Source: an optimization exercise on an open RTL-to-GDS flow (aim: small area). Production flows keep margins and buffers that such runs may drop. At most, simulation tests tie the RTL to the original design; equivalence was not proved.

## v21
## sliding_mode_heading_tracker
module sliding_mode_heading_tracker (
	input  logic        clk,
	input  logic        arst_n,
	input  logic        start,
	output logic        busy,
	input  shmt_pkg::in_word_t    pose,
	output logic        result_valid,
	output shmt_pkg::out_word_t   result,
	input  logic        cfg_we,
	input  logic [1:0]  cfg_idx,
	input  logic [14:0] cfg_data
);
For scale: ~14000 cells after synthesis, roughly 200 I/O pins.
Settings: LEC_CHECK=0, CAP_MARGIN=20, CORE_MARGIN=2, CORE_UTILIZATION=60, CTS_BUF_LIST=sky130_fd_sc_hd__clkbuf_4 sky130_fd_sc_hd__clkbuf_8, GPL_TIMING_DRIVEN=0, PLACE_DENSITY=0.75, SLEW_MARGIN=20; clock period 10.0 ns.
run.sh (not shown) runs the stock make flow with config.mk's settings and CLKGATE_MAP_FILE= SYNTH_SCRIPT=/design/flow/synth_recipe.tcl, a recipe that flattens the netlist after the stock synthesis.
Changes in v57 relative to v21:
Settings: a change of CTS_BUF_LIST from sky130_fd_sc_hd__clkbuf_4 sky130_fd_sc_hd__clkbuf_8 to sky130_fd_sc_hd__clkbuf_8 sky130_fd_sc_hd__clkbuf_16; an added CTS_CLUSTER_DIAMETER of 80; an added CTS_CLUSTER_SIZE of 30; a deleted GPL_TIMING_DRIVEN that had been 0.
Against v21, v57 comes in 11% lower on routed wirelength normalized by instance count. Final instance area shrinks slightly when moving from v21 to v57. [compare] base=v21 new=v57: total setup buffers inserted after CTS moved down, count of flip-flops and latches level, layout-stage area growth over the synthesis result moved down.
The following lists how v36 was set up differently from v57:
Settings: changing CAP_MARGIN from 20 to 10; removing CTS_CLUSTER_DIAMETER (formerly 80); changing CTS_BUF_LIST from sky130_fd_sc_hd__clkbuf_8 sky130_fd_sc_hd__clkbuf_16 to sky130_fd_sc_hd__clkbuf_4 sky130_fd_sc_hd__clkbuf_8; setting GPL_TIMING_DRIVEN to 0 for the first time; changing SLEW_MARGIN from 20 to 10; removing CTS_CLUSTER_SIZE (formerly 30).
[summary]
- Detailed-route via count grows by a few percent when moving from v57 to v36.
- Looking at smallest hold slack, v36 sits 22 ps below v57.
- v36 ended up with result[29] as its end of the critical path; v57 ended up with g_rot[12].g_r.yq[27].
- Against v57 as the reference, v36 delivers a higher clock period minus final worst setup slack.
Relative to v36, the following input files were edited for v19:
Settings: SLEW_MARGIN: 10 -> 20; CAP_MARGIN: 10 -> 20; GPL_TIMING_DRIVEN: 0 -> unset.
==> notes.md <==
From v36 to v19 the numbers moved as follows: number of gates given a new drive strength after cts dropped 91.
Looking at all-layer global routing usage across v19 and v36, the one that comes out higher is v36.
Changes observed in v19 relative to v36: total wire length fell by 42000 um, maximum achievable frequency up 3.1%, met3 capacity usage during global routing lower.


alpha:
Another version of the RTL of sliding_mode_heading_tracker (not shown whole).
Size: roughly 14,000 cells after synthesis, roughly 1,200 flip-flops, about 200 I/O pins, about 120,000 sq um of cells after synthesis.
==> flow/config.mk <==
export PLATFORM = sky130hd
export DESIGN_NAME = sliding_mode_heading_tracker
export DESIGN_NICKNAME = sliding_mode_heading_tracker
export VERILOG_FILES = /design/flow/design.v
export SDC_FILE = /design/flow/constraint.sdc
export NUM_CORES = 4
export LEC_CHECK = 0
export CAP_MARGIN = 20
export CORE_MARGIN = 2
export CORE_UTILIZATION = 40
export GPL_TIMING_DRIVEN = 0
export SLEW_MARGIN = 20
==> flow/constraint.sdc <==
create_clock -name core_clock -period 10.0 [get_ports {clk}]
set_input_delay 2.0000 -clock core_clock [delete_from_list [all_inputs] [get_ports {clk}]]
set_output_delay 2.0000 -clock core_clock [all_outputs]
set_load 0.01 [all_outputs]
alpha went all the way through synthesis, placement and routing and the layout is clean on timing, DRC and antenna.
Setup changes, alpha to beta
- a deleted GPL_TIMING_DRIVEN that had been 0
- an added PLACE_DENSITY of 0.75
- a change of CORE_UTILIZATION from 40 to 60
==> comparison <==
In the flow results for alpha and beta, the slew of the pin with the lowest slew margin is smaller on beta. beta vs. alpha: worst hold slack moved up, total routing usage reported by global routing moved up. Via count on beta is up relative to alpha. Min sequential share of layout area across alpha and beta: alpha. Relative to alpha, the worst setup slack of beta is higher by 0.13 ns.
> inputs changed (beta -> gamma)
- PLACE_DENSITY no longer set, was 0.75
- CORE_UTILIZATION now 40, was 60
- CTS_BUF_LIST now sky130_fd_sc_hd__clkbuf_4 sky130_fd_sc_hd__clkbuf_8, previously not set
## What came out
Between gamma and beta, it is gamma whose relative slew slack is higher, by 4.9 points. Comparing gamma against beta, there is no change at all in sequential element share of the synthesized area. Fraction of area in registers: gamma lower than beta. Between gamma and beta, the worst setup slack is lower for beta. Compared with beta, in gamma number of antenna repair diodes higher, final standard cell area without fillers +2200 sq um.
Edits applied to the flow inputs when going from gamma to delta:
- CTS_BUF_LIST removed (was sky130_fd_sc_hd__clkbuf_4 sky130_fd_sc_hd__clkbuf_8)
## What came out
Every stage of the flow completed for delta, and the final layout passed the timing, design-rule and antenna checks. e_e13[1]$_DFF_P_ as the launch point of the worst path was reported by gamma, and pose[0] by delta. Number of buffers outside the clock class in the layout ends up lower on gamma. Clock-buffer cell count: delta vs gamma down 39%. Comparing gamma with delta, the utilization after layout came out essentially unchanged. Between delta and gamma, it is delta whose worst hold-check slack is higher, by 0.043 ns. Relative to gamma, TritonCTS buffer count has gone down in delta.
Function was not checked in any run of this note: the RTL went through the layout flow alone.


== v6 ==
Another version of the RTL of sliding_mode_heading_tracker (not shown whole).
Size in the first run: ~14000 cells after synthesis, ~1200 flip-flops, roughly 120000 um^2 of cells after synthesis.
## sliding_mode_heading_tracker
module sliding_mode_heading_tracker (
	input  logic        clk,
	input  logic        arst_n,
	input  logic        start,
	output logic        busy,
	input  shmt_pkg::in_word_t    pose,
	output logic        result_valid,
	output shmt_pkg::out_word_t   result,
	input  logic        cfg_we,
	input  logic [1:0]  cfg_idx,
	input  logic [14:0] cfg_data
);
clock: 10.0 ns
lec_check: 0
cap_margin: 20
core_margin: 2
core_utilization: 60
cts_buf_list: sky130_fd_sc_hd__clkbuf_4 sky130_fd_sc_hd__clkbuf_8
place_density: 0.75
slew_margin: 20
| v6 | all stages done | FAIL | negative setup slack |
diff inputs: v6 => v7
# v6
export LEC_CHECK = 0
export CAP_MARGIN = 20
export CORE_MARGIN = 2
export CORE_UTILIZATION = 60
export CTS_BUF_LIST = sky130_fd_sc_hd__clkbuf_4 sky130_fd_sc_hd__clkbuf_8
export PLACE_DENSITY = 0.75
export SLEW_MARGIN = 20
create_clock -name core_clock -period 10.0 [get_ports {clk}]
# v7
export LEC_CHECK = 0
export CAP_MARGIN = 20
export CORE_MARGIN = 2
export CORE_UTILIZATION = 60
export CTS_BUF_LIST = sky130_fd_sc_hd__clkbuf_4 sky130_fd_sc_hd__clkbuf_8
export GPL_TIMING_DRIVEN = 0
export PLACE_DENSITY = 0.75
export SLEW_MARGIN = 20
create_clock -name core_clock -period 10.0 [get_ports {clk}]
## What came out
Of the runs v6 and v7, none of them finished clean. Async set-reset flop share out of synthesis: v6 vs v7 identical. Compared with v6, v7 shows fill cell instance count of the final layout higher by about 0.55%. Comparing v6 and v7, the lower number of clock buffers in the layout is on v6. Reported for v6 and v7, remaining number of nets flagged by the antenna check after routing turned out identical to the last digit. v7 does worse than v6 on via count. In the flow results for v6 and v7, the via count of the first global-routing pass is larger on v7. Sort v6 and v7 by critical path depth desc -> top: v7. Setup WNS v6 -> v7: worse. The run showing the smaller non-clock buffer count is v7. Clock buffer count from CTS ends up higher on v6.
Function was not checked in any run of this note: the RTL went through the layout flow alone.


== the reference run ==
sliding_mode_heading_tracker, a different RTL version from the one above (not shown whole).
Size: roughly 14000 cells after synthesis.
clock: 10.0 ns
lec_check: 0
cap_margin: 20
core_margin: 2
core_utilization: 60
cts_buf_list: sky130_fd_sc_hd__clkbuf_4 sky130_fd_sc_hd__clkbuf_8
gpl_timing_driven: 0
place_density: 0.75
slew_margin: 20
diff inputs: the reference run => the trial run
# the reference run
export LEC_CHECK = 0
export CAP_MARGIN = 20
export CORE_MARGIN = 2
export CORE_UTILIZATION = 60
export CTS_BUF_LIST = sky130_fd_sc_hd__clkbuf_4 sky130_fd_sc_hd__clkbuf_8
export GPL_TIMING_DRIVEN = 0
export PLACE_DENSITY = 0.75
export SLEW_MARGIN = 20
create_clock -name core_clock -period 10.0 [get_ports {clk}]
# the trial run
export LEC_CHECK = 0
export CAP_MARGIN = 20
export CORE_MARGIN = 2
export CORE_UTILIZATION = 60
export CTS_BUF_LIST = sky130_fd_sc_hd__clkbuf_4 sky130_fd_sc_hd__clkbuf_8
export PLACE_DENSITY = 0.75
export SLEW_MARGIN = 20
create_clock -name core_clock -period 10.0 [get_ports {clk}]
--- outcome ---
Measured against each other, the reference run and the trial run differ in post-detailed-routing wire length, the lower figure coming from the trial run.
The trial run vs the reference run, maximum frequency went up by 1.4%.
The trial run vs. the reference run: core utilization shows an increase of 0.17 points.
In the trial run the final cycle utilization of the critical path turned out 1.3 points lower than in the reference run.
Lower count of plain and timing-repair buffers was reported by the trial run, not the reference run.
Looking at final hold slack across the reference run and the trial run, the one that comes out higher is the trial run.
From the reference run to the trial run the numbers moved as follows: overall global routing resource usage went down 1.5 points, post-synthesis to final-layout area growth now sits higher, cell count held steady, setup slack climbed 0.13 ns.

## re-timing with driven ports
The results above use ideal ports. As a check the final layouts listed here were re-extracted and re-timed, cells and wires unchanged.
Step 1: set_driving_cell puts a clkbuf_16 on clk and a buf_2 on each other input, an assumption about the parent block.
Step 2 moves the port delays by t, midway between the first and last clock arrival at a register: inputs arrive t later, outputs are due t later. That takes back most of the time a late clock gives input paths.
Three values: ideal, step 1, step 2; two values: the first two.
run | t, ns | setup WS [ns] | worst hold slack (ns) | clock arrival spread, ns | worst data-port slew with drivers (ns)
v21 | 1.070 | 0.144 / 0.144 / -0.633 | 0.293 / 0.293 / 0.293 | 0.073 / 0.073 | 0.12
v57 | 0.839 | 0.486 / 0.486 / -0.256 | 0.300 / 0.300 / 0.300 | 0.071 / 0.071 | 0.10
v36 | 1.057 | 0.246 / 0.246 / -0.687 | 0.277 / 0.277 / 0.277 | 0.079 / 0.080 | 0.14
v19 | 1.052 | 0.543 / 0.543 / -0.444 | 0.304 / 0.304 / 0.304 | 0.085 / 0.085 | 0.09
alpha | 0.928 | 0.330 / 0.330 / -0.428 | 0.307 / 0.307 / 0.307 | 0.079 / 0.078 | 0.10
beta | 0.887 | 0.456 / 0.456 / -0.232 | 0.310 / 0.310 / 0.310 | 0.062 / 0.062 | 0.12
gamma | 1.063 | 0.522 / 0.522 / -0.311 | 0.232 / 0.232 / 0.232 | 0.113 / 0.113 | 0.18
delta | 0.904 | 0.541 / 0.546 / -0.292 | 0.275 / 0.275 / 0.275 | 0.098 / 0.097 | 0.18
v6 | 1.031 | -0.278 / -0.365 / -0.524 | 0.283 / 0.283 / 0.283 | 0.068 / 0.068 | 0.08
v7 | 1.020 | -0.944 / -1.030 / -0.761 | 0.288 / 0.288 / 0.288 | 0.077 / 0.076 | 0.22
the reference run | 1.091 | 0.296 / 0.309 / -0.751 | 0.244 / 0.244 / 0.244 | 0.108 / 0.108 | 0.11
the trial run | 1.060 | 0.426 / 0.426 / -0.529 | 0.313 / 0.313 / 0.313 | 0.087 / 0.087 | 0.10
With both steps, setup timing fails in 10 of these runs, where it was met with ideal ports. The setup slack of the reference run, which loses most, moves by +0.013 ns with the drivers and by -1.047 ns with both steps.
